Background: an optimization exercise with open tools, aiming at small area and a short achievable clock period. Do not read the settings as production practice. No run shown here included a check of the RTL's function; only the layout flow was run. No activity file was given, so power comes from the tool's default toggle rates.

## flow/design.v (module list and top-level ports; edited modules follow where they fit)
// module obi_delay_lfsr: 19 lines
// module obi_rem_st0: 6 lines
// module obi_rem_st1: 10 lines
// module obi_rem_st2: 14 lines
// module obi_rem_st3: 20 lines
// module obi_rem_st4: 24 lines
// module obi_rem_st5: 30 lines
// module obi_rem_st6: 36 lines
// module obi_rem_st7: 44 lines
// module obi_rem_st8: 48 lines
// module obi_rem_st9: 54 lines
// module obi_rem_st10: 60 lines
// module obi_rem_st11: 68 lines
// module obi_rem_st12: 74 lines
// module obi_rem_st13: 82 lines
// module obi_rem_st14: 90 lines
// module obi_rem_st15: 100 lines
// module obi_rem_st16: 104 lines
// module obi_rem_st17: 110 lines
// module obi_rem_st18: 116 lines
// module obi_rem_st19: 124 lines
// module obi_rem_st20: 130 lines
// module obi_rem_st21: 138 lines
// module obi_rem_st22: 146 lines
// module obi_rem_st23: 156 lines
// module obi_rem_st24: 162 lines
// module obi_rem_st25: 170 lines
// module obi_rem_st26: 178 lines
// module obi_rem_st27: 188 lines
// module obi_rem_st28: 196 lines
// module obi_rem_st29: 206 lines
// module obi_rem_st30: 216 lines
// module obi_rem_st31: 228 lines
// module obi_rem_lo: 176 lines
// module obi_rem_hi: 155 lines
// module obi_rvalid_delay: 130 lines
module obi_rvalid_delay #(
  parameter int unsigned FIFO_DEPTH = 4,
  parameter int unsigned DATA_WIDTH = 32,
  parameter logic [31:0] LFSR_SEED  = 32'h1
) (
  input  logic                              clk_i,
  input  logic                              rst_ni,
  input  logic                              req_i,
  input  logic                              gnt_i,
  input  logic                              mem_rvalid_i,
  input  logic [DATA_WIDTH-1:0]             mem_rdata_i,
  input  logic                              mem_err_i,
  output logic                              rvalid_core_o,
  output logic [DATA_WIDTH-1:0]             rdata_core_o,
  output logic                              err_core_o,
  input  logic                              en_stall_i,
  input  logic [31:0]                       stall_mode_i,
  input  logic [31:0]                       max_stall_i,
  input  logic [31:0]                       rvalid_stall_i,
  output logic [$clog2(FIFO_DEPTH+1)-1:0]   outstanding_o,
  output logic                              gnt_block_o,
  output logic                              overflow_o,
  output logic                              protocol_err_o
);
  // ...
==> flow/flow/run.sh <==
#!/bin/bash
export SETUP_SLACK_MARGIN=58
export BUFFER_PORTS_ARGS="-buffer_cell sky130_fd_sc_hd__buf_4"
export MAX_REPAIR_ANTENNAS_ITER_DRT=10
bash standard.sh > standard.log 2>&1
==> flow/standard.sh <==
#!/bin/bash
# synth_recipe.tcl (not shown) runs the flow's synth.tcl, then flattens the netlist and writes it again
# the make line also repeats each setting of config.mk as NAME=value (left out here)
make -C /OpenROAD-flow-scripts/flow DESIGN_CONFIG=/design/flow/config.mk WORK_HOME=/design/flow/orfs CLKGATE_MAP_FILE= SYNTH_SCRIPT=/design/flow/synth_recipe.tcl "${@:-finish}"
==> flow/config.mk <==
export PLATFORM = sky130hd
export DESIGN_NAME = obi_rvalid_delay
export DESIGN_NICKNAME = obi_rvalid_delay
export VERILOG_FILES = /design/flow/design.v
export SDC_FILE = /design/flow/constraint.sdc
export NUM_CORES = 4
export LEC_CHECK = 0
export ABC_AREA = 1
export CAP_MARGIN = 20
export CORE_MARGIN = 2
export CORE_UTILIZATION = 60
export PLACE_DENSITY = 0.7
export SLEW_MARGIN = 20
export SYNTH_HIERARCHICAL = 1
==> flow/constraint.sdc <==
create_clock -name core_clock -period 100.0 [get_ports {clk_i}]
set_input_delay 20.0000 -clock core_clock [delete_from_list [all_inputs] [get_ports {clk_i}]]
set_output_delay 20.0000 -clock core_clock [all_outputs]
set_load 0.01 [all_outputs]
==> metrics.md, run 1 <==
| Metric | Value |
|---|---|
| Detail-routed net length per standard cell | `between 15 and 20 um` |
| Final Total Pwr | `between 0.9 and 1 mW` |
| Total placed cells including tap cells | `about 11,000` |
| Filler-free cell count of the finished design | `10,795` |
| Sequential cell count of the final layout | `around 370` |
| Main power group | `combinational cells` |
| Bufs w/o clock | `between 300 and 400` |
| Outcome | `finished clean` |
| Post-Synthesis Mean Instance Area | `~5.6 sq um` |
| Total area of sequential cells | `between 0.009 and 0.01 sq mm` |
| Netlist area before placement | `0.0527 sq mm` |
| Share of cells above drive strength 1 | `0.161` |
| Number of max-slew violations in the final report | `0` |
| Data arrival, critical path | `just over 40 ns` |
| Max-Slew Margin vs Limit | `0.0932` |
| Maximum number of pins on one net before global-route repair | `68` |
| Crit path depth | `about 190` |
| Initial core utilization | `0.606` |
| F_max | `roughly 0.024 GHz` |
| CTS tree | `built` |
| Most frequent cells in the layout | `sky130_fd_sc_hd__nand2_1, sky130_fd_sc_hd__inv_1, sky130_fd_sc_hd__nor2_1` |
| Routed wire length | `169 mm` |
| Top Metal Used | `met4` |
| Crit-path max FO | `24` |
| Setup repair after global routing missed its margin | `no` |
==> run 2: changes to the inputs <==
==> flow/flow/run.sh (replaced) <==
#!/bin/bash
export SETUP_SLACK_MARGIN=61
export BUFFER_PORTS_ARGS="-buffer_cell sky130_fd_sc_hd__buf_4"
export MAX_REPAIR_ANTENNAS_ITER_DRT=10
bash standard.sh > standard.log 2>&1
--- a/flow/config.mk
+++ b/flow/config.mk
@@ -7,3 +7,2 @@
 export LEC_CHECK = 0
-export ABC_AREA = 1
 export CAP_MARGIN = 20
==> run 2 against run 1 <==
  * Highest routed layer unchanged
  * Global-route usage increased by 2.0 points
  * Critical path type unchanged
  * Via count decreased by 19%
  * Combinational power decreased by 23%
  * Sequential cell count unchanged
  * Utilization increased by 13 points
  * Worst hold slack improved by 0.0032 ns
  * Final area increased by 5.7%
  * Clock skew increased by 0.011 ns
  * Synthesized area decreased by 11%
  * Die area decreased by 11%
  * Critical path depth decreased by 19
==> metrics.md, run 2 <==
| Metric | Value |
|---|---|
| Outcome | `finished clean (unchanged)` |
| F_max | `0.0193 GHz (was 0.0245 GHz)` |
| Met3 Track Usage GR | `0.0600 (was 0.0334)` |
| Detailed router's first-iteration violation count | `4,984 (was 4,673)` |
| P per Cell Area | `12.3 mW/mm^2 (was 15.4 mW/mm^2)` |
| Worst setup path endpoint | `prem_r[11] (was prem_r[18])` |
| Crit-path max FO | `47 (was 24)` |
| DIE HEIGHT | `283 um (was 300 um)` |
| Drt first pass iters | `8 (unchanged)` |
| Post-placement worst setup slack | `44.27 ns (was 55.47 ns)` |
| Number of max-cap violations | `0 (unchanged)` |
| Total negative setup slack | `0 ns (unchanged)` |
| Smallest hold slack | `0.469 ns (was 0.465 ns)` |
| Setup CP Type | `in2reg (unchanged)` |
| HPWL after detailed placement | `93.4 mm (was 119 mm)` |
| Standard-cell rows | `102 (was 108)` |
| Max-Slew Margin vs Limit | `0.164 (was 0.0932)` |
| Count of warnings emitted by yosys | `8 (unchanged)` |
| Via count of the first global-routing pass | `44,759 (was 52,209)` |
| Core Region | `0.0773 sq mm (was 0.0869 sq mm)` |
| Post-Synthesis Cells | `5,666 (was 9,328)` |
| Total Nets Final | `6,666 (was 9,781)` |
| Clock Sinks | `367 (unchanged)` |
| Antenna violations before repair | `2 (was 3)` |
| Root Buffer | `sky130_fd_sc_hd__clkbuf_16 (unchanged)` |
| Detail-routed net length per standard cell | `21.6 um (was 15.7 um)` |
| Critical-path cell with the highest stage delay | `sky130_fd_sc_hd__a21oi_1 (was sky130_fd_sc_hd__a21boi_1)` |
| CTS tree | `built (unchanged)` |
| Worst Reg2Reg Path Length in Cells | `153 (was 144)` |
| Fraction of met1 tracks used by global routing | `0.475 (was 0.399)` |
| Netlist area before placement | `0.0468 sq mm (was 0.0527 sq mm)` |
| Level count of the clock H-tree | `2 (unchanged)` |
| GR peak layer | `met2 (unchanged)` |
| Final number of hold-violating endpoints | `0 (unchanged)` |
| Max Clock Skew | `0.0414 ns (was 0.0302 ns)` |
| RR Endpoint | `hcnt_r[31] (was hcnt_r[26])` |
| Worst-case clock buffer depth | `3 (unchanged)` |
| Total area of sequential cells | `0.00972 sq mm (was 0.00969 sq mm)` |
| Post-route setup slack | `48.08 ns (was 59.18 ns)` |
| CTS clk-pin slew, worst paths | `0.06 ns (about the same)` |
| Reg-to-reg slack, setup | `66.45 ns (was 77.19 ns)` |
| Multi-input logic area | `0.0405 sq mm (was 0.0381 sq mm)` |
| Util after Layout | `0.813 (was 0.685)` |
| Worst R2R Start | `prem_r[10] (was pmx_r[8])` |
| Routed via count divided by cell count | `6.36 (was 5.50)` |
| Number of max-slew violations in the final report | `0 (unchanged)` |
| CP peak stage delay | `0.56 ns (was 0.53 ns)` |
| Register with the highest flop count | `dat_r (unchanged)` |
| Share of cells above drive strength 1 | `0.342 (was 0.161)` |
| Routed Antenna Nets | `0 (unchanged)` |
| I/O pin count | `175 (unchanged)` |
| Hold bufs inserted after CTS | `0 (unchanged)` |
| Leakage component of the power | `24.4 nW (was 30.7 nW)` |
| Most frequent cells in the layout | `sky130_fd_sc_hd__buf_4, sky130_fd_sc_hd__inv_1, sky130_fd_sc_hd__xnor2_1 (was sky130_fd_sc_hd__nand2_1, sky130_fd_sc_hd__inv_1, sky130_fd_sc_hd__nor2_1)` |
| Setup crit start | `max_stall_i[10] (was max_stall_i[14])` |
| Die Wd | `283 um (was 300 um)` |
| Post-Synthesis Mean Instance Area | `8.25 sq um (was 5.65 sq um)` |
| Setup repair after global routing missed its margin | `yes (was no)` |
| Top flop regs | `dat_r x132, dq_r x96 (unchanged)` |
| Data arrival, critical path | `52.43 ns (was 41.32 ns)` |
| Area growth from synthesis to final layout | `34.4% (was 13.0%)` |
| Global-route wire length before repair | `238 mm (was 253 mm)` |
| Worst-Margin Slew | `1.24 ns (was 1.35 ns)` |
| Die outline area | `0.0802 sq mm (was 0.0902 sq mm)` |
| Worst endpoint required time | `100.51 ns (about the same)` |
| Kind of start point of the critical path | `input pin (unchanged)` |
| Total number of vias | `48,087 (was 59,394)` |
| Worst VDD drop | `0.0000147 V (was 0.0000232 V)` |
| Leading cell type in the layout, fill and taps excluded | `sky130_fd_sc_hd__buf_4 (was sky130_fd_sc_hd__nand2_1)` |
| Period utilization | `0.519 (was 0.408)` |
| Initial core utilization | `0.605 (was 0.606)` |
| Number of setup violations in the final report | `0 (unchanged)` |
| Tightest Hold Check Type | `reg2reg (unchanged)` |
| Total global routing track utilization | `0.360 (was 0.340)` |
| Clock period minus final worst setup slack | `51.92 ns (was 40.82 ns)` |
| Residual overflow from global routing | `0 (unchanged)` |
| Count of filler cells inserted in the layout | `4,719 (was 7,991)` |
| Routed wire length | `163 mm (was 169 mm)` |
| Number of input and output port buffers inserted | `174 (unchanged)` |
| Most repeated library cell on the critical path | `sky130_fd_sc_hd__buf_4 (was sky130_fd_sc_hd__nand2_1)` |
| DR DRC count | `0 (unchanged)` |
| GR Util met2 | `0.595 (was 0.607)` |
| Capturing element type of the critical path | `register (unchanged)` |
| Maximum number of pins on one net before global-route repair | `65 (was 68)` |
| Insertion delay of the later-clocked pin in the worst-skew pair | `0.59 ns (was 0.63 ns)` |
| RePlAce Congestion | `0.916 (was 0.959)` |
| Largest register FFs | `132 (unchanged)` |
| Number of CTS-inserted buffers | `38 (was 40)` |
-- run 2: final cells by class --
cell class                 instances  area share
tap                             1040      0.0207
multi-input combinational       4626       0.644
antenna                            1   0.0000398
sequential                       367       0.155
inverter                         557      0.0335
clock buffer                      48      0.0164
clock inverter                    22     0.00404
timing repair buffer             901       0.127
-- run 2: report_power, final --
part	internal, mW	leakage, nW	switching, mW
Sequential	0.175	3.29	0.00866
Combinational	0.189	20.5	0.252
Clock	0.0826	0.624	0.0646
-- run 2: worst min path at each step --
| stage | slack (ns) | cells past startpoint | endpoint | startpoint |
|---|---|---|---|---|
| after detailed placement | 0.46 | 1 | perr_r | perr_r |
| after CTS | 0.47 | 1 | perr_r | perr_r |
| after global routing | 0.50 | 2 | register | dqr_r[0] |
| after global placement | 0.45 | 1 | perr_r | perr_r |
| final | 0.47 | 1 | perr_r | perr_r |
| after floorplan | 0.45 | 2 | register | dqr_r[0] |
-- run 2: metal layers --
| layer | part of all wire | wire (um) | vias up |
|---|---|---|---|
| met3 | 0.092 | 15100 | 636 |
| met1 | 0.40 | 65100 | 23200 |
| li1 | - | - | 21730 |
| met2 | 0.46 | 75600 | 2521 |
| met4 | 0.045 | 7400 | 0 |
| met5 | 0 | 0 | - |
-- run 2: metrics by stage --
stage                     instance area [sq um]  instances  power [mW]
final                                     62900       7562       0.771
after global routing                      62900       7561       0.811
after CTS                                 59200       7364       0.724
after detailed placement                  50400       6800       0.525
after global placement                    50400       6799       0.520
after floorplan                           48300       5668       0.450
-- run 2: repair_timing --
action / in CTS / in global routing
setup endpoints to repair: 54 / 54
setup buffers: 461 / 194
gates cloned: 33 / 3
pin swaps: 411 / 268
resized for setup: 572 / 395
-- run 2: worst max-delay path: cells and delay by family --
kind / cells / cell delay [ns]
multiplexers: 2 / 0.52
AND/OR/NAND/NOR: 32 / 4.78
adder cells (fa/ha/maj): 22 / 7.13
XOR/XNOR: 14 / 2.96
buffers and inverters: 52 / 7.06
AO/OA/AOI/OAI: 47 / 9.84

port drivers added, routing unchanged:
In the flow no input, the clock included, has a driving cell. The finished layouts below were timed again as built, in two steps.
Step 1 sets driving cells, clkbuf_16 on the clock port and buf_2 on the other inputs (assumed; they add their load-dependent delay and slew).
Step 2 also shifts input and output timing later by t, the mid clock arrival at the registers, as if the neighbouring blocks saw the same clock.
a / b / c = ideal ports / drivers / drivers and shift; a / b = the first two.
| run | t (ns) | setup slack, ns | worst setup path at the end | latest minus earliest clock arrival (ns) | cell pins on the clock port's net |
|---|---|---|---|---|---|
| run 1 | 0.690 | 59.183 / 59.195 / 58.505 | input to register | 0.030 / 0.030 | 1 |
| run 2 | 0.626 | 48.081 / 48.096 / 47.470 | input to register | 0.041 / 0.042 | 1 |
After both steps setup and hold are still met in every run listed. The setup slack of run 1, which loses most, moves by +0.012 ns with the drivers and by -0.678 ns with both steps.
